This is an optimization exercise on Yosys and OpenROAD, whose aim is small area, not a production implementation. Function was checked by simulation only, so behaviour that the tests miss may differ from the original. Power is estimated from default activity; no workload was simulated.

==> flow/design.v <==
module featuremap_streamer #(
  parameter int DATA_WIDTH = 24,
  parameter int IMG_W      = 12,
  parameter int IMG_H      = 12
) (
  input  logic                  clk,
  input  logic                  rst,
  input  logic                  wr_en,
  input  logic [DATA_WIDTH-1:0] wr_data,
  input  logic                  clr,
  input  logic                  start,
  output logic [DATA_WIDTH-1:0] data_out,
  output logic                  valid_out,
  output logic                  done,
  output logic                  busy,
  output logic                  frame_ready,
  output logic                  err
);
  localparam int N = IMG_W * IMG_H;
  localparam int PW = IMG_W + 4;
  localparam int PH = IMG_H + 4;
  localparam int BEATS = PW * PH;
  localparam int CNTW  = $clog2(BEATS) > $clog2(N) ? $clog2(BEATS) : $clog2(N);
  localparam int CW    = $clog2(PW);
  logic [CNTW-1:0]         cnt_q;
  logic                    busy_q;
  logic                    valid_q;
  logic                    frame_ready_q;
  logic                    err_q;
  logic [N*DATA_WIDTH-1:0] sr_q;
  logic                    idle;
  logic                    we;
  logic                    last;
  logic                    lead_end;
  logic                    go;
  logic                    interior;
  logic                    shift;
  logic [DATA_WIDTH-1:0]   tail;
  logic [DATA_WIDTH-1:0]   head;
  assign idle     = !busy_q;
  assign we       = idle && !clr && wr_en && !frame_ready_q;
  assign last     = (cnt_q == CNTW'(BEATS - 1));
  assign lead_end = (cnt_q == {CNTW{1'b1}});
  assign go       = idle && start && frame_ready_q && !clr;
  logic [CNTW-CW-1:0] row;
  logic [CW-1:0]      col;
  assign row      = cnt_q[CNTW-1:CW];
  assign col      = cnt_q[CW-1:0];
  assign interior = (row >= (CNTW-CW)'(2)) && (row < (CNTW-CW)'(IMG_H + 2)) &&
                    (col >= CW'(2)) && (col < CW'(IMG_W + 2));
  assign tail  = sr_q[N*DATA_WIDTH-1 -: DATA_WIDTH];
  assign head  = busy_q ? tail : wr_data;
  assign shift = we || (valid_q && interior);
  always_ff @(posedge clk) begin
    if (shift) sr_q <= {sr_q[(N-1)*DATA_WIDTH-1:0], head};
  end
  always_ff @(posedge clk or posedge rst) begin
    if (rst) begin
      cnt_q         <= '0;
      busy_q        <= 1'b0;
      valid_q       <= 1'b0;
      frame_ready_q <= 1'b0;
      err_q         <= 1'b0;
    end else begin
      if (busy_q) begin
        if (wr_en) err_q <= 1'b1;
        cnt_q <= cnt_q + CNTW'(1);
        if (valid_q) begin
          if (last) begin
            valid_q <= 1'b0;
            busy_q  <= 1'b0;
          end
        end else if (lead_end) begin
          valid_q <= 1'b1;
        end
      end else if (clr) begin
        cnt_q         <= '0;
        frame_ready_q <= 1'b0;
        err_q         <= 1'b0;
      end else begin
        if (wr_en) begin
          if (frame_ready_q) begin
            err_q <= 1'b1;
          end else begin
            cnt_q <= cnt_q + CNTW'(1);
            if (cnt_q == CNTW'(N - 1)) frame_ready_q <= 1'b1;
          end
        end
        if (go) begin
          busy_q <= 1'b1;
          cnt_q  <= {{(CNTW-1){1'b1}}, 1'b0};
        end
      end
    end
  end
  assign data_out    = (valid_q && interior) ? tail : '0;
  assign valid_out   = valid_q;
  assign done        = valid_q && last;
  assign busy        = busy_q;
  assign frame_ready = frame_ready_q;
  assign err         = err_q;
endmodule
Settings: LEC_CHECK=0, CAP_MARGIN=20, CORE_MARGIN=2, CORE_UTILIZATION=45, PLACE_DENSITY=0.6, SLEW_MARGIN=20; clock period 5.0 ns.
standard.sh (not shown) runs the stock make flow with config.mk's settings and CLKGATE_MAP_FILE= SYNTH_SCRIPT=/design/flow/synth_recipe.tcl, a recipe that flattens the netlist after the stock synthesis.
==> flow/flow/run.sh <==
#!/bin/bash
# Standard layout, with the clock tree built without dummy loads from clkbuf_8 leaf clusters,
# and the port buffers made with the smallest buffer cell.
set -euo pipefail
bash standard.sh \
  'CTS_ARGS=-sink_clustering_enable -repair_clock_nets -dont_use_dummy_load -buf_list sky130_fd_sc_hd__clkbuf_8 -sink_clustering_size 20 -sink_clustering_max_diameter 80' \
  'BUFFER_PORTS_ARGS=-buffer_cell sky130_fd_sc_hd__buf_1' \
  finish > standard.log 2>&1
Rerun with:
==> flow/run.sh (new file) <==
#!/bin/bash
# synth_recipe.tcl (not shown) runs the flow's synth.tcl, then flattens the netlist and writes it again
# the make line also repeats each setting of config.mk as NAME=value (left out here)
make -C /OpenROAD-flow-scripts/flow DESIGN_CONFIG=/design/flow/config.mk WORK_HOME=/design/flow/orfs CLKGATE_MAP_FILE= SYNTH_SCRIPT=/design/flow/synth_recipe.tcl finish
removed: flow/flow/run.sh
removed: flow/standard.sh
Effect: Final cell count came out higher by about 6%; final area came out higher by 7.3%; worst hold slack gets better by 0.035 ns; utilization came out higher by 3.6 points; fmax came out lower by 10%; first-iteration DRC count came out higher by 3.6%; die area does not change; via count came out higher by about 4.6%; clock skew came out lower by 0.059 ns; power came out higher by about 23%.
Rerun with:
--- a/flow/config.mk
+++ b/flow/config.mk
@@ -9,4 +9,7 @@
 export CORE_MARGIN = 2
 export CORE_UTILIZATION = 45
+export CTS_BUF_LIST = sky130_fd_sc_hd__clkbuf_8
+export CTS_CLUSTER_DIAMETER = 60
+export CTS_CLUSTER_SIZE = 18
 export PLACE_DENSITY = 0.6
 export SLEW_MARGIN = 20
Effect: The new run passed the timing, DRC and antenna checks; final cell count shrinks by 4.6%; clock-buffer cell count went down by 201; non-clock buffer count is unchanged; worst hold slack is worse by 0.036 ns; sequential power hardly moves; design area shrinks by 6.0%; wire length went down by 3.2%; worst setup slack is worse by 0.053 ns; sequential share of layout area rises by 5.5 points.
Rerun with:
==> flow/flow/run.sh (new file) <==
#!/bin/bash
# Standard layout, with the clock tree built without dummy loads from clkbuf_8 leaf clusters,
# and the port buffers made with the smallest buffer cell.
set -euo pipefail
bash standard.sh \
  'CTS_ARGS=-sink_clustering_enable -repair_clock_nets -dont_use_dummy_load -buf_list sky130_fd_sc_hd__clkbuf_8 -sink_clustering_size 22 -sink_clustering_max_diameter 60' \
  'BUFFER_PORTS_ARGS=-buffer_cell sky130_fd_sc_hd__buf_1' \
  finish > standard.log 2>&1
==> flow/standard.sh (new file) <==
#!/bin/bash
# synth_recipe.tcl (not shown) runs the flow's synth.tcl, then flattens the netlist and writes it again
# the make line also repeats each setting of config.mk as NAME=value (left out here)
make -C /OpenROAD-flow-scripts/flow DESIGN_CONFIG=/design/flow/config.mk WORK_HOME=/design/flow/orfs CLKGATE_MAP_FILE= SYNTH_SCRIPT=/design/flow/synth_recipe.tcl "${@:-finish}"
--- a/flow/config.mk
+++ b/flow/config.mk
@@ -9,7 +9,4 @@
 export CORE_MARGIN = 2
 export CORE_UTILIZATION = 45
-export CTS_BUF_LIST = sky130_fd_sc_hd__clkbuf_8
-export CTS_CLUSTER_DIAMETER = 60
-export CTS_CLUSTER_SIZE = 18
 export PLACE_DENSITY = 0.6
 export SLEW_MARGIN = 20
removed: flow/run.sh
=> The new run completed without violations; routed wire length grows by 0.59%; clock skew grows by 0.063 ns; sequential share of layout area grows by 0.79 points; cell area shrinks by about 0.9%; maximum frequency grows by 13%; cell count shrinks by 0.95%; core utilization shrinks by 0.42 points; count of clock-buffer cells in the layout shrinks by 29; hold slack loses 0.024 ns.
Rerun with:
==> flow/flow/run.sh (replaced) <==
#!/bin/bash
# Standard layout, with the clock tree built without dummy loads from clkbuf_8 leaf clusters,
# and the port buffers made with the smallest buffer cell.
set -euo pipefail
bash standard.sh \
  'CTS_ARGS=-sink_clustering_enable -repair_clock_nets -dont_use_dummy_load -buf_list sky130_fd_sc_hd__clkbuf_8 -sink_clustering_size 18 -sink_clustering_max_diameter 60' \
  'BUFFER_PORTS_ARGS=-buffer_cell sky130_fd_sc_hd__buf_1' \
  finish > standard.log 2>&1
What happened:
- The new run ran to the end with no violations
- cell count rises by 0.30%
- setup slack improves by 0.0099 ns
- utilization rises by 0.14 points
- fmax barely changes
- via count barely changes
- routed wire length stays flat
- area after synthesis stays the same
- critical path depth is unchanged

==> what the ideal ports hide <==
Ports are ideal in the flow. The routed layouts listed here were re-timed in OpenROAD.
Step 1 sets driving cells, clkbuf_16 on the clock port and buf_2 on the other inputs (assumed; they add their load-dependent delay and slew).
Step 2, shift: input delay + t, output delay - t, t = (earliest + latest rising clock arrival at the registers) / 2. This alone moves slack from input paths to output paths.
Three values: no drivers, after step 1, after step 2; two values: the first two.
run	t, ns	slack for setup (ns)	worst data-port slew with drivers (ns)
the first run	0.968	1.408 / 1.325 / 1.708	0.05
the second run	0.976	1.005 / 0.920 / 1.422	0.05
the third run	1.030	0.952 / 0.870 / 1.443	0.05
the fourth run	0.992	1.406 / 1.331 / 1.707	0.05
the fifth run	0.990	1.416 / 1.339 / 1.694	0.05
After both steps setup and hold are still met in every run listed.
